Context: an optimization exercise on an open-source flow, tuned for small area, a short achievable clock period and few clock cycles per item. The choices shown serve that exercise and are no tape-out recipe.
In this exercise RTL edits were held to simulation tests only and were not proved equivalent to the original.
Power figures rest on the tool's default switching activity, not on a simulated workload.

<file path="flow/config.mk">
export PLATFORM = sky130hd
export DESIGN_NAME = gpio_port_register_block
export DESIGN_NICKNAME = gpio_port_register_block
export VERILOG_FILES = /design/flow/design.v
export SDC_FILE = /design/flow/constraint.sdc
export NUM_CORES = 4
export LEC_CHECK = 0
export CAP_MARGIN = 20
export CORE_MARGIN = 2
export CORE_UTILIZATION = 40
export CTS_CLUSTER_DIAMETER = 60
export CTS_CLUSTER_SIZE = 24
export PLACE_DENSITY = 0.6
export SETUP_SLACK_MARGIN = 2.5
export SLEW_MARGIN = 20
</file>
<file path="flow/constraint.sdc">
create_clock -name core_clock -period 5.0 [get_ports {clk}]
set_input_delay 1.0000 -clock core_clock [delete_from_list [all_inputs] [get_ports {clk}]]
set_output_delay 1.0000 -clock core_clock [all_outputs]
set_load 0.01 [all_outputs]
</file>
<file path="flow/design.v">
package gpio_prb_pkg;
  localparam int PORT_COUNT_DEF = 5;
  localparam int PINS_PER_PORT_DEF = 16;
  localparam int PIN_W = 16;
  localparam int WORD_W = 32;
  localparam int KEY_BIT = 16;
  localparam int REG_MODE = 0;
  localparam int REG_TYPE = 1;
  localparam int REG_SPEED = 2;
  localparam int REG_PULL = 3;
  localparam int REG_INPUT = 4;
  localparam int REG_OUTPUT = 5;
  localparam int REG_SETRESET = 6;
  localparam int REG_LOCK = 7;
  localparam int REG_AFLOW = 8;
  localparam int REG_AFHIGH = 9;
  localparam int NSEL = 10;
  localparam logic [1:0] PH_IDLE = 2'd0;
  localparam logic [1:0] PH_FIRST = 2'd1;
  localparam logic [1:0] PH_CLEAR = 2'd2;
endpackage
module gpio_prb_ctrl
(
  input  logic clk,
  input  logic rst,
  input  logic s_tvalid,
  output logic s_tready,
  output logic m_tvalid,
  input  logic m_tready,
  output logic exec,        
  output logic r_load       
);
  logic r_v;
  assign m_tvalid = r_v;
  assign r_load = ~r_v | m_tready;
  assign s_tready = r_load;
  assign exec = s_tvalid & r_load;    
  always_ff @(posedge clk) begin
    if (rst) r_v <= 1'b0;
    else if (r_load) r_v <= s_tvalid;
  end
endmodule
module gpio_prb_datapath
#(
  parameter int PORT_COUNT = gpio_prb_pkg::PORT_COUNT_DEF,
  parameter int PINS_PER_PORT = gpio_prb_pkg::PINS_PER_PORT_DEF
) (
  input  logic         clk,
  input  logic         rst,
  input  logic         exec,
  input  logic         r_load,
  input  logic         in_mode,
  input  logic [2:0]   in_port_index,
  input  logic [3:0]   in_reg_select,
  input  logic [31:0]  in_write_data,
  input  logic [15:0]  in_pin_levels,
  output logic [64:0]  reply
);
  localparam int NP = PORT_COUNT;
  localparam int NSEL = gpio_prb_pkg::NSEL;
  logic              a_wr;
  logic [NP-1:0]     a_port;    
  logic [NSEL-1:0]   a_sel;     
  logic [31:0]       a_data;
  logic [15:0]       a_lev;
  always_comb begin
    for (int i = 0; i < NP; i++) a_port[i] = (in_port_index == 3'(i));
    for (int j = 0; j < NSEL; j++) a_sel[j] = (in_reg_select == 4'(j));
  end
  assign a_wr = in_mode;
  assign a_data = in_write_data;
  assign a_lev = in_pin_levels;
  logic [31:0] mode_q   [NP];
  logic [15:0] type_q   [NP];
  logic [31:0] speed_q  [NP];
  logic [31:0] pull_q   [NP];
  logic [15:0] latch_q  [NP];
  logic [31:0] aflow_q  [NP];
  logic [31:0] afhigh_q [NP];
  logic [15:0] lpins_q  [NP];
  logic        key_q    [NP];
  logic [1:0]  phase_q  [NP];
  logic [31:0] dz;       
  logic [15:0] sr_hit;   
  logic [NSEL-1:0] wsel;
  logic [15:0] freep    [NP];
  logic        go_lock  [NP];
  assign dz = a_data & {32{~rst}};
  assign sr_hit = a_data[15:0] | a_data[31:16];
  assign wsel = a_sel & {NSEL{a_wr & exec}};
  for (genvar i = 0; i < NP; i++) begin : g_port
    logic        hit;
    logic [15:0] en_mode, en_type, en_speed, en_pull, en_latch, en_af;
    logic        lk_w, lk_match, go_clear;
    assign hit = a_port[i];
    assign freep[i] = ~(lpins_q[i] & {16{key_q[i]}});
    for (genvar p = 0; p < 16; p++) begin : g_pin
      assign en_mode[p]  = rst | (hit & wsel[gpio_prb_pkg::REG_MODE]  & freep[i][p]);
      assign en_type[p]  = rst | (hit & wsel[gpio_prb_pkg::REG_TYPE]  & freep[i][p]);
      assign en_speed[p] = rst | (hit & wsel[gpio_prb_pkg::REG_SPEED] & freep[i][p]);
      assign en_pull[p]  = rst | (hit & wsel[gpio_prb_pkg::REG_PULL]  & freep[i][p]);
      assign en_af[p]    = rst | (hit & wsel[(p < 8) ? gpio_prb_pkg::REG_AFLOW : gpio_prb_pkg::REG_AFHIGH] & freep[i][p]);
      assign en_latch[p] = rst | (hit & wsel[gpio_prb_pkg::REG_OUTPUT])
                               | (hit & wsel[gpio_prb_pkg::REG_SETRESET] & sr_hit[p]);
      always_ff @(posedge clk) begin
        if (en_mode[p]) mode_q[i][2*p +: 2] <= dz[2*p +: 2];
        if (en_type[p]) type_q[i][p] <= dz[p];
        if (en_speed[p]) speed_q[i][2*p +: 2] <= dz[2*p +: 2];
        if (en_pull[p]) pull_q[i][2*p +: 2] <= dz[2*p +: 2];
        if (en_latch[p]) latch_q[i][p] <= dz[p];
      end
      if (p < 8) begin : g_afl
        always_ff @(posedge clk) if (en_af[p]) aflow_q[i][4*p +: 4] <= dz[4*p +: 4];
      end else begin : g_afh
        always_ff @(posedge clk) if (en_af[p]) afhigh_q[i][4*(p-8) +: 4] <= dz[4*(p-8) +: 4];
      end
    end
    assign lk_w = hit & wsel[gpio_prb_pkg::REG_LOCK] & ~key_q[i];
    assign lk_match = (a_data[15:0] == lpins_q[i]);
    assign go_clear = (phase_q[i] == gpio_prb_pkg::PH_FIRST) & ~a_data[16] & lk_match;
    assign go_lock[i] = (phase_q[i] == gpio_prb_pkg::PH_CLEAR) & a_data[16] & lk_match;
    always_ff @(posedge clk) begin
      if (rst | lk_w) lpins_q[i] <= dz[15:0];
      if (rst) key_q[i] <= 1'b0;
      else if (lk_w & go_lock[i]) key_q[i] <= 1'b1;
      if (rst) phase_q[i] <= gpio_prb_pkg::PH_IDLE;
      else if (lk_w) begin
        if (go_clear) phase_q[i] <= gpio_prb_pkg::PH_CLEAR;
        else if (go_lock[i]) phase_q[i] <= gpio_prb_pkg::PH_IDLE;
        else phase_q[i] <= a_data[16] ? gpio_prb_pkg::PH_FIRST : gpio_prb_pkg::PH_IDLE;
      end
    end
  end
  logic [31:0] rd;
  logic [31:0] mode_s;
  logic [15:0] latch_s;
  logic [15:0] free_s;
  logic        key_s;
  logic        lock_s;     
  logic [31:0] mode_a;
  logic [15:0] drive_a;
  logic [15:0] oe_a;
  logic        key_a;
  logic [NSEL-1:0] rsel;
  logic [NSEL-1:0] wsel_r;
  logic [64:0] new_reply;
  assign rsel = a_sel & {NSEL{~a_wr}};
  assign wsel_r = a_sel & {NSEL{a_wr && (in_port_index < 3'(NP))}};
  always_comb begin
    rd = '0;
    mode_s = '0;
    latch_s = '0;
    free_s = '0;
    key_s = 1'b0;
    lock_s = 1'b0;
    for (int i = 0; i < NP; i++) begin
      rd = rd
         | ({32{a_port[i] & rsel[gpio_prb_pkg::REG_TYPE]}}   & {16'h0, type_q[i]})
         | ({32{a_port[i] & rsel[gpio_prb_pkg::REG_SPEED]}}  & speed_q[i])
         | ({32{a_port[i] & rsel[gpio_prb_pkg::REG_PULL]}}   & pull_q[i])
         | ({32{a_port[i] & rsel[gpio_prb_pkg::REG_LOCK]}}   & {15'h0, key_q[i], lpins_q[i]})
         | ({32{a_port[i] & rsel[gpio_prb_pkg::REG_AFLOW]}}  & aflow_q[i])
         | ({32{a_port[i] & rsel[gpio_prb_pkg::REG_AFHIGH]}} & afhigh_q[i]);
      mode_s = mode_s | ({32{a_port[i]}} & mode_q[i]);
      latch_s = latch_s | ({16{a_port[i]}} & latch_q[i]);
      free_s = free_s | ({16{a_port[i]}} & freep[i]);
      key_s = key_s | (a_port[i] & key_q[i]);
      lock_s = lock_s | (a_port[i] & go_lock[i]);
    end
    rd = rd
       | ({32{rsel[gpio_prb_pkg::REG_MODE]}} & mode_s)
       | ({32{rsel[gpio_prb_pkg::REG_OUTPUT]}} & {16'h0, latch_s})
       | ({32{rsel[gpio_prb_pkg::REG_INPUT] && (in_port_index < 3'(NP))}} & {16'h0, a_lev});
    for (int p = 0; p < 16; p++) begin
      mode_a[2*p +: 2] = (wsel_r[gpio_prb_pkg::REG_MODE] & free_s[p]) ? a_data[2*p +: 2] : mode_s[2*p +: 2];
      oe_a[p] = (mode_a[2*p +: 2] == 2'b01);
    end
    drive_a = wsel_r[gpio_prb_pkg::REG_OUTPUT] ? a_data[15:0]
            : wsel_r[gpio_prb_pkg::REG_SETRESET] ? ((latch_s & ~a_data[31:16]) | a_data[15:0])
            : latch_s;
    key_a = key_s | (wsel_r[gpio_prb_pkg::REG_LOCK] & lock_s);
  end
  assign new_reply = {key_a, oe_a, drive_a, rd};
  logic [64:0] r_q;
  always_ff @(posedge clk) begin
    if (r_load) r_q <= new_reply;
  end
  assign reply = r_q;
endmodule
module gpio_port_register_block
#(
  parameter int PORT_COUNT = gpio_prb_pkg::PORT_COUNT_DEF,
  parameter int PINS_PER_PORT = gpio_prb_pkg::PINS_PER_PORT_DEF
) (
  input  logic        clk,
  input  logic        rst,
  input  logic        s_tvalid,
  output logic        s_tready,
  input  logic [47:0] s_tdata,   
  input  logic [7:0]  s_tuser,   
  output logic        m_tvalid,
  input  logic        m_tready,
  output logic [71:0] m_tdata    
);
  logic        exec;
  logic        r_load;
  logic [64:0] reply;
  gpio_prb_ctrl u_ctrl (
    .clk      (clk),
    .rst      (rst),
    .s_tvalid (s_tvalid),
    .s_tready (s_tready),
    .m_tvalid (m_tvalid),
    .m_tready (m_tready),
    .exec     (exec),
    .r_load   (r_load)
  );
  gpio_prb_datapath #(
    .PORT_COUNT    (PORT_COUNT),
    .PINS_PER_PORT (PINS_PER_PORT)
  ) u_datapath (
    .clk           (clk),
    .rst           (rst),
    .exec          (exec),
    .r_load        (r_load),
    .in_mode       (s_tuser[0]),
    .in_port_index (s_tuser[3:1]),
    .in_reg_select (s_tuser[7:4]),
    .in_write_data (s_tdata[31:0]),
    .in_pin_levels (s_tdata[47:32]),
    .reply         (reply)
  );
  assign m_tdata = {7'h0, reply};
endmodule
</file>
<file path="flow/flow/run.sh">
#!/bin/bash
# The standard layout (standard.sh: ORFS synthesis to finish, unchanged), except that the
# port buffers ORFS inserts on every input and output are buf_4 cells instead of its default
# pick (clkdlybuf4s50_1, a slow delay buffer). ORFS's own logs stay under orfs/logs/.
set -euo pipefail
export BUFFER_PORTS_ARGS="-buffer_cell sky130_fd_sc_hd__buf_4"
bash standard.sh finish > standard.log 2>&1
</file>
<file path="flow/standard.sh">
#!/bin/bash
# synth_recipe.tcl (not shown) runs the flow's synth.tcl, then flattens the netlist and writes it again
# the make line also repeats each setting of config.mk as NAME=value (left out here)
make -C /OpenROAD-flow-scripts/flow DESIGN_CONFIG=/design/flow/config.mk WORK_HOME=/design/flow/orfs CLKGATE_MAP_FILE= SYNTH_SCRIPT=/design/flow/synth_recipe.tcl "${@:-finish}"
</file>
==> out/metrics.cfg, run 1 <==
[timing]
grt_setup_unrepaired = yes
fin_setup_tns_ps = 0
final_period_utilization_pct = 55.8
report.final.setup_viol = 0
fin_crit_ps = 2790
maxSlewHeadroom_pct = 20.8
clock-skew-final_ps = 36.5
maxSlewViolCount = 0
achievable-frequency_mhz = 358
hold_viol = 0
tightest_slew_ps = 1180

[critical_path]
worst_ep_required_time_ps = 5430
cpLargestDelayFamily = simple AND/OR/NAND/NOR gates
timing.critical_path.fanout_max = 12
timing.critical_path.to_type = flip-flop
worst_path_max_delay_cell = sky130_fd_sc_hd__nor2_2
crit_path_max_incr_delay_ps = 460
timing_worst_setup_path_type = in -> reg
crit_arrival_ps = 3220
path_buf_inv = 3
worst_path_most_repeated_cell = sky130_fd_sc_hd__buf_4
critical_path.startpoint_type = input pin
worstPathCellList = buf_6 > nand2b_4 > buf_4 > nand3_4 > nor3_4 > nand2_1 > nor2_2 > buf_4 > a21o_1

[cells_and_area]
design.final.nets = 3683
drive_above_1_share_pct = 28.0
final_core_utilization_pct = 49.8
synthToLayoutAreaGrowth_pct = 23.6

[synthesis]
synthesis_stage_register_bit_count = 1121
synthesis.yosys.warnings = 14
netlist_top_cells_count = 1105 x sky130_fd_sc_hd__edfxtp_1, 415 x sky130_fd_sc_hd__a21o_1, 356 x sky130_fd_sc_hd__a22oi_1, 177 x sky130_fd_sc_hd__nand2_1, 116 x sky130_fd_sc_hd__nor2_1
synth_area_leaders = sky130_fd_sc_hd__edfxtp_1 70%, sky130_fd_sc_hd__a21o_1 6.5%, sky130_fd_sc_hd__a22oi_1 5.6%
synth_top_flop_cell = sky130_fd_sc_hd__edfxtp_1
postSynthAreaPerCell_sq_um = 14.8
syn_area_sq_mm = 0.0476
yosysTopAreaCell = sky130_fd_sc_hd__edfxtp_1
synth_cells = 3214
async_reset_ff_share_pct = 0
synth_most_common_cell = sky130_fd_sc_hd__edfxtp_1
synth_seq_area_share_pct = 70.4
synth_largest_type_area_fraction_pct = 69.7
yosys.cell_types.count = 77
synth-edff-count = 1105

[power_and_ir_drop]
seq_power_share_pct = 55.3
leakage_nw = 22.5
internal-power_mw = 15.2
power_share_of_the_combinational_group_pct = 8.0
clock_power_share_pct = 36.7
worst_ir_drop_vdd_mv = 0.311
power_density_mw_per_mm2 = 346
switchingPower_mw = 5.21
switching_share_pct = 25.6

[floorplanning]
design.core.area_sq_mm = 0.118
height_of_the_die_um = 349
dieArea_sq_mm = 0.122
dieWidth_um = 349
start_util_pct = 40.3
io_pins = 134
rows = 126

[route]
drc_errors = 0
finalWirelength_mm = 216
detail_route.iter0.violations = 7755
vias = 36900
firstDrtPassIters = 7
detail-route-antenna-nets = 0
post_drt_via_cell_ratio = 7.06
wl_per_cell_um = 41.4

[clock_tree]
cts-buffers-inserted = 83
worst_path_clk_slew_ps = 90
htree_num_levels = 3
clk-insertion-delay-late_ps = 710
ctsRootBufferMaster = sky130_fd_sc_hd__clkbuf_16
number_of_hold_buffers_added_after_cts = 0
clock_path_buffers = 3
cts_tree = built
count_of_clock_tree_sinks = 1121

[flow_run]
max_cap_violations = 0

[global_routing]
antenna_found_initial = 17
global_route.usage.total_pct = 34.4
pin_count_of_the_biggest_net_entering_global_routing = 109
grt_overflow = 0
grt_pass1_vias = 33900
grt_first_pass_wirelength_mm = 286

[worst_hold_path]
hold_class = reg -> reg

[run_status]
status = finished clean

[placement]
place_hpwl_mm = 140
placement.io_buffers = 126
gp_congestion = 1.01

-- flip-flops by register name (all words and copies together) (netlist names) --
name / count
u_datapath.speed_q: 160
u_datapath.type_q: 80
u_datapath.mode_q: 160
u_datapath.afhigh_q: 160
u_datapath.phase_q: 10
u_ctrl.r_v: 1
u_datapath.latch_q: 80
u_datapath.aflow_q: 160
u_datapath.pull_q: 160
u_datapath.r_q: 65
u_datapath.lpins_q: 80
u_datapath.key_q: 5
-- worst register-to-register path, cell delays in order (launching register included) --
cell and delay, ps:
sky130_fd_sc_hd__dfxtp_1 350, sky130_fd_sc_hd__nand2b_4 170, sky130_fd_sc_hd__buf_4 180, sky130_fd_sc_hd__nand3_4 150, sky130_fd_sc_hd__nor3_4 250, sky130_fd_sc_hd__nand2_1 290, sky130_fd_sc_hd__nor2_2 470, sky130_fd_sc_hd__buf_4 400
sky130_fd_sc_hd__a21o_1 210
-- cells by family after synthesis --
logic type	Yosys count	share of synthesized area, %
AO/OA/AOI/OAI	1131	17.7
XOR/XNOR	80	1.47
buffers and inverters	266	2.80
flip-flops	1121	70.4
multiplexers	52	1.53
other	1	0.00788
AND/OR/NAND/NOR	563	6.10
-- cell usage in the layout (no fill, tap or decap), drive strengths merged, types with 7 or more instances in the layout --
cell type  count
a211oi        14
a21o         415
a21oi         33
a221oi        44
a222oi        44
a22o          36
a22oi        356
a31o          12
and3           7
buf          553
clkbuf        92
clkinv        25
clkinvlp       7
conb           7
dfxtp         16
edfxtp      1105
inv           47
mux2           8
mux2i         28
mux4          16
nand2        178
nand2b        11
nand3         26
nand4         49
nor2         140
nor2b         25
nor3          37
nor3b         11
nor4          26
o2111ai       11
o211ai         8
o21ai        100
o22ai         13
o2bb2ai       15
or3           14
or4            7
xor2          80
-- cell type report --
cell class                 instances  area [sq um]
fill                            9742         59200
multi-input combinational       1836         14400
clock buffer                      87          2110
sequential                      1121         33500
inverter                          17          63.8
clock inverter                    68           881
tap                             1536          1920
timing repair buffer             564          5940
antenna                            5          12.5
-- power by group through the flow --
stage	logic (mW)	clock network, mW	registers (mW)
6_report	1.64	7.47	11.3
5_1_grt	1.66	7.78	11.3
4_1_cts	1.52	7.46	11.2
3_5_place_dp	1.38	0	11.4
3_3_place_gp	1.37	0	11.4
2_1_floorplan	0.771	0	11.3
-- path summary, 6_finish.rpt --
path	from	cells after the start	endpoint	slack, ps
worst min register to register	u_datapath.phase_q[3][1]	2	u_datapath.phase_q[3][1]	550
worst max register to register	u_ctrl.r_v	8	u_datapath.type_q[2][6]	2260
worst min-delay path	u_datapath.phase_q[3][1]	2	u_datapath.phase_q[3][1]	550
worst max-delay path	m_tready	9	u_datapath.type_q[2][6]	2210
-- what timing repair did --
action | CTS | global route
cloned | 12 | 5
gates resized for setup | 175 | 110
buffers inserted | 196 | 65
pin swaps | 84 | 57
endpoints found under the setup margin | 1071 | 311
-- through the flow --
stage / power (mW) / cell area, sq um / hold WS, ps / setup slack (ps) / cells
2_1_floorplan: 12.1 / 49000 / 494 / 1980 / 3220
3_3_place_gp: 12.8 / 51500 / 506 / 737 / 4796
3_5_place_dp: 12.8 / 51500 / 525 / 726 / 4796
4_1_cts: 20.2 / 57700 / 541 / 2270 / 5159
5_1_grt: 20.7 / 58900 / 558 / 2210 / 5230
6_report: 20.4 / 58900 / 548 / 2210 / 5234
-- per-layer routing --
metal	wire (um)	GRT usage, %	vias to the layer above	share of wire [%]
met1	75900	44.9	18600	35
met5	560	1.32	-	0.26
met4	16600	20.1	30	7.7
met3	35300	13.5	852	16
met2	88100	48.1	3698	41
li1	-	-	13800	-
Testbench counts, summed over its fixed seeds: cycles 4,808, items 4,800.
==> inputs of run 2 (changes only) <==
--- a/flow/config.mk
+++ b/flow/config.mk
@@ -12,4 +12,4 @@
 export CTS_CLUSTER_SIZE = 24
 export PLACE_DENSITY = 0.6
-export SETUP_SLACK_MARGIN = 2.5
+export SETUP_SLACK_MARGIN = 2.0
 export SLEW_MARGIN = 20
==> out/metrics.cfg, run 2 <==
[run_status]
status = finished clean

[synthesis]
synthesis_stage_register_bit_count = 1121
synth_top_flop_cell = sky130_fd_sc_hd__edfxtp_1
synthesis.yosys.warnings = 14
synth-edff-count = 1105
syn_area_sq_mm = 0.0476
synth_largest_type_area_fraction_pct = 69.7
yosys.cell_types.count = 77
synth_most_common_cell = sky130_fd_sc_hd__edfxtp_1
synth_area_leaders = sky130_fd_sc_hd__edfxtp_1 70%, sky130_fd_sc_hd__a21o_1 6.5%, sky130_fd_sc_hd__a22oi_1 5.6%
synth_seq_area_share_pct = 70.4
postSynthAreaPerCell_sq_um = 14.8
async_reset_ff_share_pct = 0
synth_cells = 3214
netlist_top_cells_count = 1105 x sky130_fd_sc_hd__edfxtp_1, 415 x sky130_fd_sc_hd__a21o_1, 356 x sky130_fd_sc_hd__a22oi_1, 177 x sky130_fd_sc_hd__nand2_1, 116 x sky130_fd_sc_hd__nor2_1
yosysTopAreaCell = sky130_fd_sc_hd__edfxtp_1

[timing]
maxSlewHeadroom_pct = 11.9
maxSlewViolCount = 0
report.final.setup_viol = 0
tightest_slew_ps = 1320
clock-skew-final_ps = 31.7
grt_setup_unrepaired = yes
final_period_utilization_pct = 62.9
achievable-frequency_mhz = 318
fin_setup_tns_ps = 0
fin_crit_ps = 3140
hold_viol = 0

[worst_hold_path]
min_to = u_datapath.phase_q[1][1]
min-delay-start = u_datapath.phase_q[1][1]
timing.hold.worst_path_depth = 2
hold_class = reg -> reg

[route]
detail_route.iter0.violations = 7343
firstDrtPassIters = 9
wl_per_cell_um = 40.3
detail-route-antenna-nets = 0
vias = 34800
finalWirelength_mm = 201
drc_errors = 0
post_drt_via_cell_ratio = 6.95

[cells_and_area]
stdcell_area_sq_mm = 0.0545
synthToLayoutAreaGrowth_pct = 14.4
multi_input_area_sq_mm = 0.0133
layout.cells.most_common_list = 1105 x sky130_fd_sc_hd__edfxtp_1, 415 x sky130_fd_sc_hd__a21o_1, 356 x sky130_fd_sc_hd__a22oi_1
drive_above_1_share_pct = 18.6
design.final.nets = 3458
num-fill-cells = 10300
final-seq-area_sq_mm = 0.0335
leading_cell_type_in_the_layout_fill_and_taps_excluded = sky130_fd_sc_hd__edfxtp_1

[power_and_ir_drop]
power_density_mw_per_mm2 = 364
total_power_mw = 19.8
leakage_nw = 20.6
worst_ir_drop_vdd_mv = 0.270

[clock_tree]
cts_tree = built
number_of_hold_buffers_added_after_cts = 0
clk-insertion-delay-late_ps = 710
ctsRootBufferMaster = sky130_fd_sc_hd__clkbuf_16
worst_path_clk_slew_ps = 90
clock_path_buffers = 3
cts-buffers-inserted = 77
htree_num_levels = 3
count_of_clock_tree_sinks = 1121

[placement]
postPlaceCellArea_sq_mm = 0.0512
placement.io_buffers = 126
place_hpwl_mm = 139
gp_congestion = 1.00

[floorplanning]
rows = 126
dieWidth_um = 349
start_util_pct = 40.3
height_of_the_die_um = 349
design.core.area_sq_mm = 0.118
dieArea_sq_mm = 0.122
io_pins = 134

[critical_path]
timing_worst_setup_path_type = reg -> reg
crit_arrival_ps = 3710
r2r_setup_slack_ps = 1860
crit-reg2reg-capture = u_datapath.r_q[60]
timing.critical_path.fanout_max = 20
ff2ff_path_depth = 5
r2r_start = u_datapath.key_q[4]
worst_ep_required_time_ps = 5570
timing.critical_path.to_type = flip-flop
critical_path.startpoint_type = flip-flop

[global_routing]
pin_count_of_the_biggest_net_entering_global_routing = 103
global_route.usage.total_pct = 32.1
grt_overflow = 0
antenna_found_initial = 9
grt_pass1_vias = 32500
grt_first_pass_wirelength_mm = 270

[flow_run]
max_cap_violations = 0

[run 2: cell counts after synthesis]
Identical to the previous run, type by type.
[run 2: area by class of cell]
type                       count  share of cell area, %
antenna                        4                 0.0184
clock buffer                  79                   3.55
clock inverter                61                   1.57
inverter                      17                  0.124
multi-input combinational   1835                   24.4
sequential                  1121                   61.5
tap                         1536                   3.53
timing repair buffer         346                   5.24
[run 2: worst max path at each step]
stage / startpoint / endpoint / slack (ps) / cells after the start
floorplan: m_tready / u_datapath.pull_q[1][0] / 1980 / 7
global placement: s_tuser[2] / u_datapath.r_q[7] / 800 / 9
detailed placement: s_tuser[2] / u_datapath.r_q[7] / 830 / 9
CTS: s_tuser[1] / u_datapath.r_q[7] / 1890 / 9
global route: s_tuser[2] / u_datapath.r_q[7] / 1930 / 9
finish: u_datapath.key_q[4] / u_datapath.r_q[60] / 1860 / 5
[run 2: per-stage QoR]
stage	worst slack, ps	cells	hold slack, ps	utilization, %
final	1860	4999	531	46.1
after global routing	1930	4995	585	46.1
after CTS	1890	4984	525	45.9
after detailed placement	834	4831	505	43.3
after global placement	800	4829	493	43.3
after floorplan	1980	3220	482	-
[run 2: critical path, stage by stage, from the launching register on]
cell and delay [ps]:
sky130_fd_sc_hd__dfxtp_1 1130, sky130_fd_sc_hd__nand2_1 780, sky130_fd_sc_hd__a22oi_1 360, sky130_fd_sc_hd__a21oi_1 170, sky130_fd_sc_hd__nor3b_1 350, sky130_fd_sc_hd__a31o_2 210
[run 2: routing by layer]
metal	GRT usage (%)	share of wire, %
met3	9.66	14
met1	42.5	36
met5	0	0.048
met4	18.2	6.9
met2	46.9	43
[run 2: cell families after synthesis]
group / share of synthesized area, %
flip-flops: 70.4
AO/OA/AOI/OAI: 17.7
buffers and inverters: 2.80
other: 0.00788
XOR/XNOR: 1.47
AND/OR/NAND/NOR: 6.10
multiplexers: 1.53
[run 2: what timing repair did]
action,in CTS,in global routing
endpoints found under the setup margin,205,125
endpoints found under the hold margin,0,0
pin swaps,6,7
buffers inserted,13,9
resized for setup,27,17
gates cloned,0,2
[run 2: where the power goes]
group	switching [mW]	internal [mW]	total (mW)	leakage (nW)
logic	0.998	0.445	1.44	7.79
clock network	3.82	3.35	7.16	1.35
registers	0.275	11.0	11.2	11.5
total	5.09	14.8	19.8	20.6
==> inputs of run 3 (changes only) <==
--- a/flow/config.mk
+++ b/flow/config.mk
@@ -12,4 +12,4 @@
 export CTS_CLUSTER_SIZE = 24
 export PLACE_DENSITY = 0.6
-export SETUP_SLACK_MARGIN = 2.0
+export SETUP_SLACK_MARGIN = 2.8
 export SLEW_MARGIN = 20
==> out/metrics.cfg, run 3 <==
[run_status]
status = finished clean

[cells_and_area]
layout.cells.non_filler = 5356
stdcell_area_sq_mm = 0.0624
synthToLayoutAreaGrowth_pct = 31.0
num-fill-cells = 9453
drive_above_1_share_pct = 35.3
leading_cell_type_in_the_layout_fill_and_taps_excluded = sky130_fd_sc_hd__edfxtp_1
design.final.nets = 3810
layout.cells.most_common_list = 1105 x sky130_fd_sc_hd__edfxtp_1, 359 x sky130_fd_sc_hd__a21o_1, 337 x sky130_fd_sc_hd__buf_4

[route]
vias = 38100
wl_per_cell_um = 42.0
drc_errors = 0
finalWirelength_mm = 225
detail_route.iter0.violations = 8441
post_drt_via_cell_ratio = 7.11
firstDrtPassIters = 10
detail-route-antenna-nets = 0

[synthesis]
yosysTopAreaCell = sky130_fd_sc_hd__edfxtp_1
netlist_top_cells_count = 1105 x sky130_fd_sc_hd__edfxtp_1, 415 x sky130_fd_sc_hd__a21o_1, 356 x sky130_fd_sc_hd__a22oi_1, 177 x sky130_fd_sc_hd__nand2_1, 116 x sky130_fd_sc_hd__nor2_1
synth_largest_type_area_fraction_pct = 69.7
async_reset_ff_share_pct = 0
synthesis_stage_register_bit_count = 1121
synth_top_flop_cell = sky130_fd_sc_hd__edfxtp_1
synth_cells = 3214
synth_most_common_cell = sky130_fd_sc_hd__edfxtp_1
syn_area_sq_mm = 0.0476
synth_area_leaders = sky130_fd_sc_hd__edfxtp_1 70%, sky130_fd_sc_hd__a21o_1 6.5%, sky130_fd_sc_hd__a22oi_1 5.6%
synth_seq_area_share_pct = 70.4
yosys.cell_types.count = 77
synth-edff-count = 1105
postSynthAreaPerCell_sq_um = 14.8
synthesis.yosys.warnings = 14

[floorplanning]
start_util_pct = 40.3
dieArea_sq_mm = 0.122
io_pins = 134
height_of_the_die_um = 349
rows = 126
design.core.area_sq_mm = 0.118
dieWidth_um = 349

[worst_hold_path]
hold_class = reg -> reg
timing.hold.worst_path_depth = 2

[critical_path]
worstPathCellList = buf_16 > buf_4 > nand2b_1 > nor2_2 > buf_4 > a32oi_1 > o211ai_1 > o21bai_1 > or3_4
worst_path_max_delay_cell = sky130_fd_sc_hd__or3_4
setup.worst_path.start = s_tuser[5]
crit_arrival_ps = 3110
timing.critical_path.fanout_max = 6
timing_worst_setup_path_type = in -> reg
critical_path.startpoint_type = input pin
worst_path_most_repeated_cell = sky130_fd_sc_hd__buf_4
ff2ff_path_depth = 7
worst_ep_required_time_ps = 5460
worstSetupEndpoint = u_datapath.r_q[11]
crit-reg2reg-capture = u_datapath.r_q[64]
timing.critical_path.to_type = flip-flop
r2r_setup_slack_ps = 2440
r2r_start = u_datapath.lpins_q[3][8]
crit_path_max_incr_delay_ps = 420

[timing]
maxSlewViolCount = 0
fin_crit_ps = 2650
tightest_slew_ps = 1220
final_period_utilization_pct = 53.0
fin_setup_tns_ps = 0
hold-worst-slack_ps = 543
grt_setup_unrepaired = yes
achievable-frequency_mhz = 378
maxSlewHeadroom_pct = 18.8
clock-skew-final_ps = 35.6
hold_viol = 0
report.final.setup_viol = 0

[global_routing]
pin_count_of_the_biggest_net_entering_global_routing = 108
antenna_found_initial = 17
grt_overflow = 0
grt_first_pass_wirelength_mm = 293
global_route.usage.total_pct = 35.1
grt_pass1_vias = 35000

[clock_tree]
cts_tree = built
cts-buffers-inserted = 80
worst_path_clk_slew_ps = 90
clock_path_buffers = 3
ctsRootBufferMaster = sky130_fd_sc_hd__clkbuf_16
htree_num_levels = 3
clk-insertion-delay-late_ps = 710
count_of_clock_tree_sinks = 1121
number_of_hold_buffers_added_after_cts = 0

[power_and_ir_drop]
clock_power_share_pct = 36.1
leakage_nw = 23.8
power_share_of_the_combinational_group_pct = 9.1
switching_share_pct = 26.3
switchingPower_mw = 5.43
worst_ir_drop_vdd_mv = 0.262
power_density_mw_per_mm2 = 330
seq_power_share_pct = 54.7
internal-power_mw = 15.2

[placement]
postPlaceCellArea_sq_mm = 0.0517
numPlacedInstances = 4784
gp_congestion = 0.993
place_hpwl_mm = 138
placement.io_buffers = 126

[flow_run]
max_cap_violations = 0

[run 3: power groups by stage]
stage	sequential [mW]	clock, mW	combinational (mW)
after floorplan	11.3	0	0.798
after global placement	11.4	0	1.37
after detailed placement	11.4	0	1.38
after CTS	11.2	7.39	1.65
after global routing	11.3	7.74	1.90
final	11.3	7.45	1.88
[run 3: area by class of cell]
| cell class | instances | area (sq um) | area share, % |
|---|---|---|---|
| timing repair buffer | 675 | 7910 | 12.7 |
| clock buffer | 83 | 2030 | 3.26 |
| antenna | 8 | 20.0 | 0.0321 |
| inverter | 17 | 67.6 | 0.108 |
| sequential | 1121 | 33500 | 53.7 |
| clock inverter | 61 | 870 | 1.39 |
| tap | 1536 | 1920 | 3.08 |
| multi-input combinational | 1855 | 16000 | 25.7 |
[run 3: worst max-delay path: cells and delay by family]
| family | cells | cell delay (ps) |
|---|---|---|
| and+or+nand+nor | 3 | 880 |
| AOI/OAI and AO/OA | 3 | 650 |
| buffers and inverters | 3 | 540 |
[run 3: kinds of logic (layout without fill, tap and decap cells)]
kind of cell / count (synthesis) / count (layout) / share of synthesized area [%]
other cells: 1 / 15 / 0.00788
compound gates: 1131 / 1131 / 17.7
simple gates: 563 / 585 / 6.10
xor+xnor: 80 / 80 / 1.47
flops: 1121 / 1121 / 70.4
mux: 52 / 52 / 1.53
buf+inv: 266 / 836 / 2.80
[run 3: what timing repair did]
| action | 4_1_cts | 5_1_grt |
|---|---|---|
| cloned | 31 | 16 |
| setup endpoints to repair | 1660 | 1215 |
| buffers inserted | 270 | 103 |
| resized for setup | 523 | 296 |
| pin swaps | 167 | 156 |
[run 3: worst min path at each step]
stage,startpoint,end,slack [ps]
floorplan,u_datapath.phase_q[0][1],u_datapath.phase_q[0][1],490
CTS,u_datapath.phase_q[1][1],u_datapath.phase_q[1][1],540
detailed placement,u_datapath.phase_q[1][1],u_datapath.phase_q[1][1],520
finish,u_datapath.phase_q[3][1],u_datapath.phase_q[3][1],540
global route,u_datapath.phase_q[3][1],u_datapath.phase_q[3][1],570
global placement,u_datapath.phase_q[3][1],u_datapath.phase_q[3][1],510
[run 3: through the flow]
stage	total power [mW]	utilization, %	setup WS (ps)
floorplan	12.1	-	1980
global placement	12.8	43.8	858
detailed placement	12.8	43.8	925
CTS	20.3	50.8	2460
global route	21.0	52.8	2380
finish	20.6	52.8	2350
[run 3: per-layer routing]
metal / vias up / part of all wire (%) / global-route usage (%)
met4: 20 / 8.2 / 21.6
met2: 4066 / 41 / 48.8
met1: 18900 / 34 / 44.9
met3: 979 / 17 / 15.0
li1: 14100 / - / -
met5: - / 0.17 / 0
==> inputs of run 4 (changes only) <==
--- a/flow/design.v
+++ b/flow/design.v
@@ -88,5 +88,5 @@
   assign dz = a_data & {32{~rst}};
   assign sr_hit = a_data[15:0] | a_data[31:16];
-  assign wsel = a_sel & {NSEL{a_wr & exec}};
+  assign wsel = a_sel & {NSEL{a_wr}};
   for (genvar i = 0; i < NP; i++) begin : g_port
     logic        hit;
@@ -96,11 +96,11 @@
     assign freep[i] = ~(lpins_q[i] & {16{key_q[i]}});
     for (genvar p = 0; p < 16; p++) begin : g_pin
-      assign en_mode[p]  = rst | (hit & wsel[gpio_prb_pkg::REG_MODE]  & freep[i][p]);
-      assign en_type[p]  = rst | (hit & wsel[gpio_prb_pkg::REG_TYPE]  & freep[i][p]);
-      assign en_speed[p] = rst | (hit & wsel[gpio_prb_pkg::REG_SPEED] & freep[i][p]);
-      assign en_pull[p]  = rst | (hit & wsel[gpio_prb_pkg::REG_PULL]  & freep[i][p]);
-      assign en_af[p]    = rst | (hit & wsel[(p < 8) ? gpio_prb_pkg::REG_AFLOW : gpio_prb_pkg::REG_AFHIGH] & freep[i][p]);
-      assign en_latch[p] = rst | (hit & wsel[gpio_prb_pkg::REG_OUTPUT])
-                               | (hit & wsel[gpio_prb_pkg::REG_SETRESET] & sr_hit[p]);
+      assign en_mode[p]  = rst | (exec & (hit & wsel[gpio_prb_pkg::REG_MODE]  & freep[i][p]));
+      assign en_type[p]  = rst | (exec & (hit & wsel[gpio_prb_pkg::REG_TYPE]  & freep[i][p]));
+      assign en_speed[p] = rst | (exec & (hit & wsel[gpio_prb_pkg::REG_SPEED] & freep[i][p]));
+      assign en_pull[p]  = rst | (exec & (hit & wsel[gpio_prb_pkg::REG_PULL]  & freep[i][p]));
+      assign en_af[p]    = rst | (exec & (hit & wsel[(p < 8) ? gpio_prb_pkg::REG_AFLOW : gpio_prb_pkg::REG_AFHIGH] & freep[i][p]));
+      assign en_latch[p] = rst | (exec & ((hit & wsel[gpio_prb_pkg::REG_OUTPUT])
+                                        | (hit & wsel[gpio_prb_pkg::REG_SETRESET] & sr_hit[p])));
       always_ff @(posedge clk) begin
         if (en_mode[p]) mode_q[i][2*p +: 2] <= dz[2*p +: 2];
@@ -116,5 +116,5 @@
       end
     end
-    assign lk_w = hit & wsel[gpio_prb_pkg::REG_LOCK] & ~key_q[i];
+    assign lk_w = exec & (hit & wsel[gpio_prb_pkg::REG_LOCK] & ~key_q[i]);
     assign lk_match = (a_data[15:0] == lpins_q[i]);
     assign go_clear = (phase_q[i] == gpio_prb_pkg::PH_FIRST) & ~a_data[16] & lk_match;
@@ -146,5 +146,5 @@
   logic [64:0] new_reply;
   assign rsel = a_sel & {NSEL{~a_wr}};
-  assign wsel_r = a_sel & {NSEL{a_wr && (in_port_index < 3'(NP))}};
+  assign wsel_r = wsel & {NSEL{in_port_index < 3'(NP)}};
   always_comb begin
     rd = '0;
--- a/flow/config.mk
+++ b/flow/config.mk
@@ -12,4 +12,4 @@
 export CTS_CLUSTER_SIZE = 24
 export PLACE_DENSITY = 0.6
-export SETUP_SLACK_MARGIN = 2.8
+export SETUP_SLACK_MARGIN = 2.5
 export SLEW_MARGIN = 20
==> out/metrics.cfg, run 4 <==
[timing]
report.final.setup_viol = 0
tightest_slew_ps = 1070
fin_setup_tns_ps = 0
setup_ws_ps = 2280
fin_crit_ps = 2720
achievable-frequency_mhz = 368
maxSlewViolCount = 0
maxSlewHeadroom_pct = 28.3
grt_setup_unrepaired = yes
final_period_utilization_pct = 54.4
clock-skew-final_ps = 41.4
hold_viol = 0

[clock_tree]
worst_path_clk_slew_ps = 90
htree_num_levels = 3
cts_tree = built
ctsRootBufferMaster = sky130_fd_sc_hd__clkbuf_16
count_of_clock_tree_sinks = 1121
cts-buffers-inserted = 94
number_of_hold_buffers_added_after_cts = 0
clk-insertion-delay-late_ps = 730
clock_path_buffers = 3

[global_routing]
grt_pass1_vias = 34400
grt_first_pass_wirelength_mm = 297
antenna_found_initial = 12
grt_overflow = 0
pin_count_of_the_biggest_net_entering_global_routing = 157
global_route.usage.total_pct = 34.8

[power_and_ir_drop]
internal-power_mw = 15.4
switching_share_pct = 27.4
leakage_nw = 20.5
clock_power_share_pct = 37.7
power_density_mw_per_mm2 = 362
worst_ir_drop_vdd_mv = 0.305
switchingPower_mw = 5.82
seq_power_share_pct = 53.2
power_share_of_the_combinational_group_pct = 9.1

[critical_path]
worstPathCellList = buf_12 > or3b_4 > buf_6 > nor3_4 > a22oi_1 > and4_1 > nand4_1 > or3_1
worst_ep_required_time_ps = 5620
timing_worst_setup_path_type = in -> reg
timing.critical_path.fanout_max = 7
crit_path_max_incr_delay_ps = 840
setup.worst_path.start = s_tuser[0]
timing.critical_path.to_type = flip-flop
worst_path_max_delay_cell = sky130_fd_sc_hd__nor3_4
critical_path.startpoint_type = input pin
r2r_start = u_ctrl.r_v
crit_arrival_ps = 3340

[cells_and_area]
layout.cells.most_common_list = 1105 x sky130_fd_sc_hd__edfxtp_1, 400 x sky130_fd_sc_hd__o21bai_1, 368 x sky130_fd_sc_hd__buf_4
synthToLayoutAreaGrowth_pct = 20.5
drive_above_1_share_pct = 26.2
design.final.nets = 3780
layout.cells.non_filler = 5431
num-fill-cells = 10600
leading_cell_type_in_the_layout_fill_and_taps_excluded = sky130_fd_sc_hd__edfxtp_1

[floorplanning]
height_of_the_die_um = 353
dieWidth_um = 353
start_util_pct = 40.1
design.core.area_sq_mm = 0.121
dieArea_sq_mm = 0.125
io_pins = 134
rows = 128

[synthesis]
syn_area_sq_mm = 0.0487
async_reset_ff_share_pct = 0
synthesis.yosys.warnings = 14
yosysTopAreaCell = sky130_fd_sc_hd__edfxtp_1
synth_area_leaders = sky130_fd_sc_hd__edfxtp_1 68%, sky130_fd_sc_hd__o21bai_1 7.4%, sky130_fd_sc_hd__a22oi_1 6.1%
synth_most_common_cell = sky130_fd_sc_hd__edfxtp_1
synth_seq_area_share_pct = 68.8
synth_top_flop_cell = sky130_fd_sc_hd__edfxtp_1
synth_largest_type_area_fraction_pct = 68.1
synth_cells = 3449
synthesis_stage_register_bit_count = 1121
netlist_top_cells_count = 1105 x sky130_fd_sc_hd__edfxtp_1, 480 x sky130_fd_sc_hd__o21bai_1, 395 x sky130_fd_sc_hd__a22oi_1, 286 x sky130_fd_sc_hd__nand2_1, 135 x sky130_fd_sc_hd__a21oi_1
synth-edff-count = 1105
postSynthAreaPerCell_sq_um = 14.1
yosys.cell_types.count = 67

[route]
wl_per_cell_um = 41.1
vias = 37300
detail_route.iter0.violations = 7450
detail-route-antenna-nets = 0
firstDrtPassIters = 8
drc_errors = 0
finalWirelength_mm = 223
post_drt_via_cell_ratio = 6.86

[worst_hold_path]
min-delay-start = u_datapath.phase_q[3][0]
hold_class = reg -> reg

[placement]
gp_congestion = 1.05
place_hpwl_mm = 146
detailedPlace.worstSlack_ps = 863
numPlacedInstances = 5111
placement.io_buffers = 126

[flow_run]
max_cap_violations = 0

[run_status]
status = finished clean

## run 4: cell types whose count changed in the layout (fill, tap and decap cells not counted), sizes merged, moves of 39 or more
| cell | change |
|---|---|
| a22oi | +39 |
| nor2 | -64 |
| o21bai | +479 |
| a21o | -404 |
| a21oi | +102 |
| nand2 | +105 |
| o21ai | -69 |
| buf | -223 |
## run 4: stage by stage
step	hold WS (ps)	total power, mW	utilization, %	cell area [sq um]
6_report	466	21.2	48.3	58700
5_1_grt	494	21.6	48.3	58700
4_1_cts	465	21.1	47.6	57800
3_5_place_dp	458	13.2	43.7	53000
3_3_place_gp	449	13.2	43.7	53000
2_1_floorplan	440	12.2	-	50500
## run 4: what timing repair did
item / 4_1_cts / 5_1_grt
buffers inserted: 84 / 47
pin swaps: 25 / 38
setup endpoints to repair: 1063 / 361
hold endpoints to repair: 0 / 0
gates cloned: 6 / 1
resized for setup: 132 / 92
## run 4: path summary, 6_finish.rpt
path	slack [ps]	endpoint	cells after the start
max reg2reg	2430	u_datapath.aflow_q[3][25]	5
min	470	u_datapath.phase_q[3][0]	2
max	2280	u_datapath.r_q[12]	8
min reg2reg	470	u_datapath.phase_q[3][0]	2
## run 4: cell families (layout without fill, tap and decap cells)
| logic type | Yosys count | in the layout | synth area share (%) |
|---|---|---|---|
| AO/OA/AOI/OAI | 1231 | 1231 | 18.5 |
| buffers and inverters | 291 | 634 | 2.87 |
| flip-flops | 1121 | 1121 | 68.8 |
| AND/OR/NAND/NOR | 654 | 656 | 6.76 |
| other | 1 | 13 | 0.00770 |
| XOR/XNOR | 80 | 80 | 1.44 |
| multiplexers | 71 | 71 | 1.69 |
## run 4: layout make-up
cell class	instances	area (sq um)	share of cell area [%]
antenna	6	15.0	0.0256
inverter	10	37.5	0.0640
clock buffer	98	2410	4.11
timing repair buffer	448	4110	7.01
sequential	1121	33500	57.1
clock inverter	78	913	1.56
tap	1625	2030	3.46
multi-input combinational	2045	15700	26.7
## run 4: worst max-delay path: cells and delay by family
| kind | cells | cell delay (ps) |
|---|---|---|
| buffers and inverters | 2 | 260 |
| AOI/OAI and AO/OA | 1 | 300 |
| and+or+nand+nor | 5 | 1740 |
## run 4: power groups by stage
stage	Combinational (mW)	Sequential, mW	Clock (mW)
final	1.93	11.3	7.99
after global routing	1.95	11.3	8.33
after CTS	1.79	11.3	7.98
after detailed placement	1.69	11.5	0
after global placement	1.67	11.5	0
after floorplan	0.903	11.3	0
## run 4: metal layers
layer | routed length [um] | global-route usage, % | vias up
met5 | 143 | 0 | -
met2 | 92600 | 49.8 | 3483
met3 | 31500 | 12.0 | 858
met1 | 80200 | 44.9 | 18600
li1 | - | - | 14300
met4 | 18800 | 22.8 | 12
Testbench counts of run 4, summed over its fixed seeds: cycles 4,808, items 4,800.
==> inputs of run 5 (changes only) <==
--- a/flow/config.mk
+++ b/flow/config.mk
@@ -11,5 +11,5 @@
 export CTS_CLUSTER_DIAMETER = 60
 export CTS_CLUSTER_SIZE = 24
-export PLACE_DENSITY = 0.6
+export PLACE_DENSITY = 0.7
 export SETUP_SLACK_MARGIN = 2.5
 export SLEW_MARGIN = 20
==> out/metrics.cfg, run 5 <==
[run_status]
status = finished clean

[synthesis]
yosys.cell_types.count = 67
postSynthAreaPerCell_sq_um = 14.1
synth_area_leaders = sky130_fd_sc_hd__edfxtp_1 68%, sky130_fd_sc_hd__o21bai_1 7.4%, sky130_fd_sc_hd__a22oi_1 6.1%
syn_area_sq_mm = 0.0487
synth_most_common_cell = sky130_fd_sc_hd__edfxtp_1
synthesis_stage_register_bit_count = 1121
synth_top_flop_cell = sky130_fd_sc_hd__edfxtp_1
synth_seq_area_share_pct = 68.8
netlist_top_cells_count = 1105 x sky130_fd_sc_hd__edfxtp_1, 480 x sky130_fd_sc_hd__o21bai_1, 395 x sky130_fd_sc_hd__a22oi_1, 286 x sky130_fd_sc_hd__nand2_1, 135 x sky130_fd_sc_hd__a21oi_1
synth_largest_type_area_fraction_pct = 68.1
synth_cells = 3449
yosysTopAreaCell = sky130_fd_sc_hd__edfxtp_1
synthesis.yosys.warnings = 14
synth-edff-count = 1105
async_reset_ff_share_pct = 0

[route]
vias = 37400
detail-route-antenna-nets = 0
detail_route.iter0.violations = 7513
post_drt_via_cell_ratio = 6.92
firstDrtPassIters = 6
drc_errors = 0
wl_per_cell_um = 42.1
finalWirelength_mm = 228

[clock_tree]
htree_num_levels = 3
worst_path_clk_slew_ps = 90
cts_tree = built
clock_path_buffers = 3
ctsRootBufferMaster = sky130_fd_sc_hd__clkbuf_16
clk-insertion-delay-late_ps = 740
number_of_hold_buffers_added_after_cts = 0
cts-buffers-inserted = 88
count_of_clock_tree_sinks = 1121

[floorplanning]
height_of_the_die_um = 353
rows = 128
dieWidth_um = 353
design.core.area_sq_mm = 0.121
dieArea_sq_mm = 0.125
start_util_pct = 40.1
io_pins = 134

[flow_run]
max_cap_violations = 0

[critical_path]
crit_arrival_ps = 3080
timing_worst_setup_path_type = in -> reg
ff2ff_path_depth = 6
crit-reg2reg-capture = u_datapath.aflow_q[3][16]
setup.worst_path.start = s_tuser[1]
r2r_setup_slack_ps = 2460
timing.critical_path.fanout_max = 20
timing.critical_path.to_type = flip-flop
worst_ep_required_time_ps = 5400
r2r_start = u_ctrl.r_v
critical_path.startpoint_type = input pin
worstSetupEndpoint = u_datapath.r_q[51]

[power_and_ir_drop]
switchingPower_mw = 5.78
worst_ir_drop_vdd_mv = 0.278
total_power_mw = 21.1
internal-power_mw = 15.3
switching_share_pct = 27.4
leakage_nw = 20.4
seq_power_share_pct = 53.6
power_density_mw_per_mm2 = 358
clock_power_share_pct = 37.1
power_share_of_the_combinational_group_pct = 9.3

[placement]
place_hpwl_mm = 147
gp_congestion = 1.02
placement.io_buffers = 126
postPlaceCellArea_sq_mm = 0.0530

[timing]
hold_viol = 0
final_period_utilization_pct = 53.6
maxSlewViolCount = 0
fin_setup_tns_ps = 0
tightest_slew_ps = 1220
maxSlewHeadroom_pct = 18.2
achievable-frequency_mhz = 373
grt_setup_unrepaired = yes
report.final.setup_viol = 0
fin_crit_ps = 2680
clock-skew-final_ps = 41.9

[global_routing]
grt_pass1_vias = 34700
global_route.usage.total_pct = 35.2
grt_first_pass_wirelength_mm = 300
antenna_found_initial = 16
pin_count_of_the_biggest_net_entering_global_routing = 147
grt_overflow = 0

[cells_and_area]
stdcell_area_sq_mm = 0.0590
synthToLayoutAreaGrowth_pct = 21.0
design.final.nets = 3765
layout.cells.most_common_list = 1105 x sky130_fd_sc_hd__edfxtp_1, 399 x sky130_fd_sc_hd__o21bai_1, 339 x sky130_fd_sc_hd__buf_4
drive_above_1_share_pct = 26.4
leading_cell_type_in_the_layout_fill_and_taps_excluded = sky130_fd_sc_hd__edfxtp_1

[worst_hold_path]
hold_class = reg -> reg

## run 5: cell counts after synthesis
No cell type changed its count.
## run 5: worst min-delay path by stage
stage	slack [ps]	cells past startpoint	start	end
3_3_place_gp	450	2	u_datapath.phase_q[3][0]	u_datapath.phase_q[3][0]
6_report	470	2	u_datapath.phase_q[3][0]	u_datapath.phase_q[3][0]
5_1_grt	490	2	u_datapath.phase_q[3][0]	u_datapath.phase_q[3][0]
2_1_floorplan	440	2	u_datapath.phase_q[3][0]	u_datapath.phase_q[3][0]
4_1_cts	470	2	u_datapath.phase_q[3][0]	u_datapath.phase_q[3][0]
3_5_place_dp	460	2	u_datapath.phase_q[3][0]	u_datapath.phase_q[3][0]
## run 5: worst max-delay path: stages
cell and delay, ps:
sky130_fd_sc_hd__buf_16 140, sky130_fd_sc_hd__nor3_4 550, sky130_fd_sc_hd__buf_6 370, sky130_fd_sc_hd__a222oi_1 160
sky130_fd_sc_hd__a21oi_1 470, sky130_fd_sc_hd__o21ai_0 340
## run 5: cells by family (layout without fill, tap and decap cells)
logic type	count (synthesis)	after routing	share of synthesized area [%]
AO/OA/AOI/OAI	1231	1231	18.5
XOR/XNOR	80	80	1.44
buffers and inverters	291	611	2.87
flip-flops	1121	1121	68.8
multiplexers	71	71	1.69
other	1	12	0.00770
AND/OR/NAND/NOR	654	656	6.76
## run 5: routing by layer
metal  wire length [um]  part of all wire (%)  vias up  global-route usage [%]
met3              32600                    14      841                    11.1
li1                   -                     -    14200                       -
met4              20400                   9.0       10                    23.8
met5                 97                 0.043        -                       0
met1              79000                    35    18700                    45.2
met2              95500                    42     3646                    51.2
## run 5: per-stage QoR
stage | instances | util, % | setup slack, ps | hold slack (ps)
floorplan | 3455 | - | 2080 | 440
global placement | 5101 | 43.6 | 1010 | 448
detailed placement | 5102 | 43.7 | 981 | 460
CTS | 5348 | 47.7 | 2300 | 470
global route | 5403 | 48.6 | 2380 | 485
finish | 5407 | 48.6 | 2320 | 473
## run 5: final cells by class
class,instances,area [sq um]
multi-input combinational,2045,15700
clock inverter,70,971
antenna,5,12.5
fill,10400,62400
tap,1625,2030
sequential,1121,33500
clock buffer,92,2250
inverter,10,37.5
timing repair buffer,439,4460
## run 5: repair_timing
action | 4_1_cts | 5_1_grt
hold endpoints to repair | 0 | 0
pin swaps | 25 | 30
cloned | 8 | 5
resized for setup | 167 | 96
buffers inserted | 76 | 49
endpoints found under the setup margin | 929 | 224
## run 5: power groups by stage
stage	clock, mW	combinational (mW)	sequential (mW)
6_report	7.82	1.97	11.3
5_1_grt	8.14	1.98	11.3
4_1_cts	7.79	1.83	11.3
3_5_place_dp	0	1.71	11.5
3_3_place_gp	0	1.70	11.5
2_1_floorplan	0	0.903	11.3
==> inputs of run 6 (changes only) <==
--- a/flow/config.mk
+++ b/flow/config.mk
@@ -8,5 +8,5 @@
 export CAP_MARGIN = 20
 export CORE_MARGIN = 2
-export CORE_UTILIZATION = 40
+export CORE_UTILIZATION = 60
 export CTS_CLUSTER_DIAMETER = 60
 export CTS_CLUSTER_SIZE = 24
==> out/metrics.cfg, run 6 <==
[global_routing]
grt_overflow = 0
grt_first_pass_wirelength_mm = 307
global_route.usage.total_pct = 55.1
grt_pass1_vias = 36900
pin_count_of_the_biggest_net_entering_global_routing = 169
antenna_found_initial = 16

[power_and_ir_drop]
leakage_nw = 20.7
worst_ir_drop_vdd_mv = 0.368
power_density_mw_per_mm2 = 348

[timing]
grt_setup_unrepaired = yes
fin_crit_ps = 2730
final_period_utilization_pct = 54.6
maxSlewViolCount = 0
fin_setup_tns_ps = 0
hold_viol = 0
report.final.setup_viol = 0
clock-skew-final_ps = 27.8
achievable-frequency_mhz = 366
maxSlewHeadroom_pct = 17.1
tightest_slew_ps = 1240

[critical_path]
ff2ff_path_depth = 4
timing.critical_path.fanout_max = 16
r2r_setup_slack_ps = 2290
path_buf_inv = 3
timing_worst_setup_path_type = in -> reg
cp.depth = 9
worstPathCellList = buf_16 > buf_12 > nor2b_2 > buf_6 > a22oi_2 > o22a_2 > o21ai_2 > or3_1 > or4_1
worst_path_max_delay_cell = sky130_fd_sc_hd__or4_1
crit_path_max_incr_delay_ps = 470
critical_path.startpoint_type = input pin
cpLargestDelayFamily = simple AND/OR/NAND/NOR gates
crit_arrival_ps = 3170
worst_ep_required_time_ps = 5440
r2r_start = u_datapath.key_q[4]
crit-reg2reg-capture = u_datapath.r_q[16]
timing.critical_path.to_type = flip-flop

[synthesis]
yosys.cell_types.count = 67
synthesis_stage_register_bit_count = 1121
netlist_top_cells_count = 1105 x sky130_fd_sc_hd__edfxtp_1, 480 x sky130_fd_sc_hd__o21bai_1, 395 x sky130_fd_sc_hd__a22oi_1, 286 x sky130_fd_sc_hd__nand2_1, 135 x sky130_fd_sc_hd__a21oi_1
synth_cells = 3449
async_reset_ff_share_pct = 0
yosysTopAreaCell = sky130_fd_sc_hd__edfxtp_1
synth-edff-count = 1105
synth_most_common_cell = sky130_fd_sc_hd__edfxtp_1
synthesis.yosys.warnings = 14
syn_area_sq_mm = 0.0487
postSynthAreaPerCell_sq_um = 14.1
synth_seq_area_share_pct = 68.8
synth_largest_type_area_fraction_pct = 68.1
synth_top_flop_cell = sky130_fd_sc_hd__edfxtp_1
synth_area_leaders = sky130_fd_sc_hd__edfxtp_1 68%, sky130_fd_sc_hd__o21bai_1 7.4%, sky130_fd_sc_hd__a22oi_1 6.1%

[worst_hold_path]
min_to = u_datapath.phase_q[1][0]
min-delay-start = u_datapath.phase_q[1][0]
timing.hold.worst_path_depth = 2
hold_class = reg -> reg

[floorplanning]
rows = 104
dieArea_sq_mm = 0.0835
design.core.area_sq_mm = 0.0804
start_util_pct = 60.6
height_of_the_die_um = 289
dieWidth_um = 289
io_pins = 134

[cells_and_area]
layout.cells.most_common_list = 1105 x sky130_fd_sc_hd__edfxtp_1, 385 x sky130_fd_sc_hd__o21bai_1, 358 x sky130_fd_sc_hd__buf_4
leading_cell_type_in_the_layout_fill_and_taps_excluded = sky130_fd_sc_hd__edfxtp_1
final_core_utilization_pct = 73.1
drive_above_1_share_pct = 27.6
num-fill-cells = 5013
design.final.nets = 3801
synthToLayoutAreaGrowth_pct = 20.6

[route]
wl_per_cell_um = 48.4
detail-route-antenna-nets = 0
vias = 40700
drc_errors = 0
post_drt_via_cell_ratio = 8.34
finalWirelength_mm = 236
detail_route.iter0.violations = 9951
firstDrtPassIters = 15

[clock_tree]
cts-buffers-inserted = 78
clock_path_buffers = 3
ctsRootBufferMaster = sky130_fd_sc_hd__clkbuf_16
number_of_hold_buffers_added_after_cts = 0
count_of_clock_tree_sinks = 1121
htree_num_levels = 3
worst_path_clk_slew_ps = 100
cts_tree = built
clk-insertion-delay-late_ps = 690

[placement]
placement.io_buffers = 126
gp_congestion = 1.08
place_hpwl_mm = 148

[flow_run]
max_cap_violations = 0

[run_status]
status = finished clean

-- run 6: cell types whose count changed in the layout (fill, tap and decap cells not counted), sizes merged, moves of 2 or more --
cell,delta
bufbuf,+2
clkbuf,-8
diode,+20
clkinvlp,-2
inv,+2
clkinv,-18
buf,+39
-- run 6: per-stage QoR --
stage               hold WS [ps]  area (sq um)  std cells  total power [mW]  setup slack (ps)
CTS                          476         57200       4797              20.0              2350
floorplan                    440         50500       3455              12.2              2080
detailed placement           465         52200       4530              13.2               819
global route                 504         58700       4858              20.6              2230
global placement             446         52200       4529              13.1               813
finish                       479         58800       4881              20.4              2270
-- run 6: how the worst max path moves through the flow --
stage	startpoint	to	slack [ps]
floorplan	m_tready	u_datapath.lpins_q[2][0]	2080
global placement	s_tuser[2]	u_datapath.r_q[4]	810
detailed placement	s_tuser[3]	u_datapath.speed_q[0][18]	820
CTS	s_tuser[1]	u_datapath.r_q[9]	2350
global route	s_tuser[1]	u_datapath.r_q[18]	2230
finish	s_tuser[3]	u_datapath.r_q[9]	2270
-- run 6: repair_timing --
| action | CTS | global route |
|---|---|---|
| setup buffers | 120 | 49 |
| resized for setup | 192 | 156 |
| endpoints found under the setup margin | 1041 | 446 |
| pin swaps | 43 | 64 |
| gates cloned | 12 | 9 |
-- run 6: worst register-to-register path, stage by stage, from the launching register on --
cell	delay, ps
sky130_fd_sc_hd__dfxtp_1	790
sky130_fd_sc_hd__mux2i_1	430
sky130_fd_sc_hd__o22ai_1	800
sky130_fd_sc_hd__nand2_1	370
sky130_fd_sc_hd__nand4_1	190
-- run 6: logic make-up after synthesis --
family,Yosys count,share of synthesized area (%)
AOI/OAI and AO/OA,1231,18.5
DFF,1121,68.8
and+or+nand+nor,654,6.76
buffers and inverters,291,2.87
xor gates and xnor gates,80,1.44
muxes,71,1.69
other,1,0.00770
-- run 6: final cells by class --
cell class	instances	area, sq um	share of cell area (%)
clock inverter	53	707	1.20
tap	1060	1330	2.26
clock buffer	82	1990	3.38
antenna	25	62.6	0.106
inverter	10	37.5	0.0639
sequential	1121	33500	57.0
timing repair buffer	482	5040	8.58
multi-input combinational	2048	16100	27.4
-- run 6: report_power, final --
| part | total (mW) | switching [mW] | internal, mW | leakage [nW] |
|---|---|---|---|---|
| sequential | 11.3 | 0.371 | 11.0 | 11.5 |
| clock | 7.05 | 3.74 | 3.31 | 1.30 |
| combinational | 2.05 | 1.41 | 0.632 | 7.94 |
| total | 20.4 | 5.52 | 14.9 | 20.7 |
-- run 6: routing by layer --
layer  global-route usage [%]  wire length [um]
met5                     4.26               436
met4                     39.2             24900
met3                     31.1             47500
met2                     72.6             90900
met1                     67.5             72300
==> inputs of run 7 (changes only) <==
--- a/flow/config.mk
+++ b/flow/config.mk
@@ -8,8 +8,8 @@
 export CAP_MARGIN = 20
 export CORE_MARGIN = 2
-export CORE_UTILIZATION = 60
+export CORE_UTILIZATION = 50
 export CTS_CLUSTER_DIAMETER = 60
 export CTS_CLUSTER_SIZE = 24
-export PLACE_DENSITY = 0.7
+export PLACE_DENSITY = 0.6
 export SETUP_SLACK_MARGIN = 2.5
 export SLEW_MARGIN = 20
==> out/metrics.cfg, run 7 <==
[synthesis]
yosysTopAreaCell = sky130_fd_sc_hd__edfxtp_1
netlist_top_cells_count = 1105 x sky130_fd_sc_hd__edfxtp_1, 480 x sky130_fd_sc_hd__o21bai_1, 395 x sky130_fd_sc_hd__a22oi_1, 286 x sky130_fd_sc_hd__nand2_1, 135 x sky130_fd_sc_hd__a21oi_1
syn_area_sq_mm = 0.0487
synth_largest_type_area_fraction_pct = 68.1
postSynthAreaPerCell_sq_um = 14.1
synthesis_stage_register_bit_count = 1121
synth_top_flop_cell = sky130_fd_sc_hd__edfxtp_1
synth-edff-count = 1105
synth_cells = 3449
synthesis.yosys.warnings = 14
yosys.cell_types.count = 67
async_reset_ff_share_pct = 0
synth_seq_area_share_pct = 68.8
synth_most_common_cell = sky130_fd_sc_hd__edfxtp_1
synth_area_leaders = sky130_fd_sc_hd__edfxtp_1 68%, sky130_fd_sc_hd__o21bai_1 7.4%, sky130_fd_sc_hd__a22oi_1 6.1%

[power_and_ir_drop]
power_density_mw_per_mm2 = 364
leakage_nw = 20.7
worst_ir_drop_vdd_mv = 0.288

[timing]
fin_crit_ps = 2680
grt_setup_unrepaired = yes
clock-skew-final_ps = 43.4
maxSlewHeadroom_pct = 17.2
hold_viol = 0
maxSlewViolCount = 0
tightest_slew_ps = 1240
hold-worst-slack_ps = 479
achievable-frequency_mhz = 374
fin_setup_tns_ps = 0
report.final.setup_viol = 0
final_period_utilization_pct = 53.5

[critical_path]
worst_path_max_delay_cell = sky130_fd_sc_hd__edfxtp_1
timing_worst_setup_path_type = reg -> reg
worst_ep_required_time_ps = 5500
timing.critical_path.fanout_max = 4
worstPathCellList = xnor2_1 > nand4_1 > nor4_4 > and4_1 > o21ai_0 > a22oi_1
crit_path_max_incr_delay_ps = 680
critical_path.startpoint_type = flip-flop
crit_arrival_ps = 3170
timing.critical_path.to_type = flip-flop

[clock_tree]
number_of_hold_buffers_added_after_cts = 0
clk-insertion-delay-late_ps = 730
cts-buffers-inserted = 93
count_of_clock_tree_sinks = 1121
worst_path_clk_slew_ps = 70
ctsRootBufferMaster = sky130_fd_sc_hd__clkbuf_16
cts_tree = built
clock_path_buffers = 3
htree_num_levels = 3

[cells_and_area]
multi_input_area_sq_mm = 0.0158
num-fill-cells = 7383
leading_cell_type_in_the_layout_fill_and_taps_excluded = sky130_fd_sc_hd__edfxtp_1
final-seq-area_sq_mm = 0.0335
synthToLayoutAreaGrowth_pct = 20.9
layout.cells.most_common_list = 1105 x sky130_fd_sc_hd__edfxtp_1, 397 x sky130_fd_sc_hd__o21bai_1, 369 x sky130_fd_sc_hd__buf_4
design.final.nets = 3795
drive_above_1_share_pct = 26.5

[floorplanning]
design.core.area_sq_mm = 0.0966
dieWidth_um = 316
dieArea_sq_mm = 0.0999
rows = 114
io_pins = 134
height_of_the_die_um = 316
start_util_pct = 50.5

[route]
drc_errors = 0
wl_per_cell_um = 46.1
firstDrtPassIters = 10
detail-route-antenna-nets = 0
finalWirelength_mm = 235
vias = 38600
detail_route.iter0.violations = 8548
post_drt_via_cell_ratio = 7.55

[global_routing]
antenna_found_initial = 19
grt_overflow = 0
grt_pass1_vias = 35600
global_route.usage.total_pct = 46.2
grt_first_pass_wirelength_mm = 308
pin_count_of_the_biggest_net_entering_global_routing = 124

[placement]
gp_congestion = 1.06
place_hpwl_mm = 153
placement.io_buffers = 126

[worst_hold_path]
hold_class = reg -> reg

[flow_run]
max_cap_violations = 0

[run_status]
status = finished clean

[run 7: cell counts after synthesis]
Identical to the previous run, type by type.
[run 7: final cells by class]
type / instances / share of cell area (%)
Inverter: 10 / 0.0637
Timing Repair Buffer: 465 / 7.69
Clock buffer: 101 / 4.07
Clock inverter: 74 / 1.66
Multi-Input combinational cell: 2044 / 26.8
Antenna cell: 19 / 0.0807
Sequential cell: 1121 / 56.9
Tap cell: 1276 / 2.71
[run 7: repair_timing]
action | 4_1_cts | 5_1_grt
cloned | 6 | 5
pin swaps | 26 | 31
endpoints found under the setup margin | 916 | 240
setup buffers | 89 | 56
resized for setup | 143 | 123
[run 7: kinds of logic after synthesis]
family | after synthesis | share of synthesized area [%]
flops | 1121 | 68.8
mux | 71 | 1.69
compound gates | 1231 | 18.5
other cells | 1 | 0.00770
xor+xnor | 80 | 1.44
buf+inv | 291 | 2.87
simple gates | 654 | 6.76
[run 7: path summary, 6_finish.rpt]
check	to	slack, ps	cells past startpoint	start
worst max-delay path	u_datapath.r_q[64]	2320	6	u_datapath.lpins_q[0][10]
worst min-delay path	u_datapath.phase_q[0][1]	480	2	u_datapath.phase_q[0][1]
worst min register to register	u_datapath.phase_q[0][1]	480	2	u_datapath.phase_q[0][1]
worst max register to register	u_datapath.r_q[64]	2320	6	u_datapath.lpins_q[0][10]
[run 7: critical path, delay by kind of cell (launching register included)]
family	cells	cell delay, ps
simple gates	3	940
flops	1	680
xor+xnor	1	540
compound gates	2	330
[run 7: metrics by stage]
stage | area, sq um | worst slack [ps] | total power, mW | cells | util (%)
2_1_floorplan | 50500 | 2080 | 12.2 | 3455 | -
3_3_place_gp | 52500 | 892 | 13.2 | 4757 | 54.4
3_5_place_dp | 52600 | 870 | 13.2 | 4758 | 54.4
4_1_cts | 57600 | 2370 | 21.2 | 5028 | 59.6
5_1_grt | 58900 | 2390 | 21.8 | 5092 | 61.0
6_report | 58900 | 2320 | 21.5 | 5110 | 61.0
[run 7: layer usage]
layer | GRT usage [%] | vias up | routed length [um]
li1 | - | 14300 | -
met1 | 60.9 | 19400 | 83000
met2 | 64.6 | 3967 | 96400
met3 | 17.0 | 936 | 37300
met4 | 29.2 | 12 | 18600
met5 | 0.710 | - | 123
[run 7: report_power, final]
group / internal (mW) / switching (mW) / total (mW)
Sequential: 11.0 / 0.353 / 11.3
Combinational: 0.615 / 1.36 / 1.98
Clock: 3.96 / 4.19 / 8.15

==> what the ideal ports hide <==
The results above use ideal ports. As a check the final layouts listed here were re-extracted and re-timed, cells and wires unchanged. Step 1 sets driving cells, clkbuf_16 on the clock port and buf_2 on the other inputs (assumed; they add their load-dependent delay and slew). Step 2, shift: input delay + t, output delay - t, t = (earliest + latest rising clock arrival at the registers) / 2. This alone moves slack from input paths to output paths. Slacks: ideal ports / drivers / drivers and shift; pairs: ideal ports / drivers.
| run | t, ns | setup slack, ns | hold slack, ns |
|---|---|---|---|
| run 1 | 0.764 | 2.210 / 2.054 / 1.290 | 0.548 / 0.548 / 0.548 |
| run 2 | 0.772 | 1.857 / 1.857 / 1.110 | 0.531 / 0.531 / 0.531 |
| run 3 | 0.781 | 2.352 / 2.187 / 1.406 | 0.543 / 0.543 / 0.543 |
| run 4 | 0.790 | 2.279 / 2.205 / 1.414 | 0.466 / 0.466 / 0.466 |
| run 5 | 0.792 | 2.320 / 2.267 / 1.474 | 0.473 / 0.473 / 0.473 |
| run 6 | 0.748 | 2.271 / 2.007 / 1.260 | 0.479 / 0.479 / 0.479 |
| run 7 | 0.778 | 2.325 / 2.174 / 1.397 | 0.479 / 0.479 / 0.479 |
After both steps every run listed still meets setup and hold. The setup slack of run 6, which loses most, moves by -0.264 ns with the drivers and by -1.011 ns with both steps.
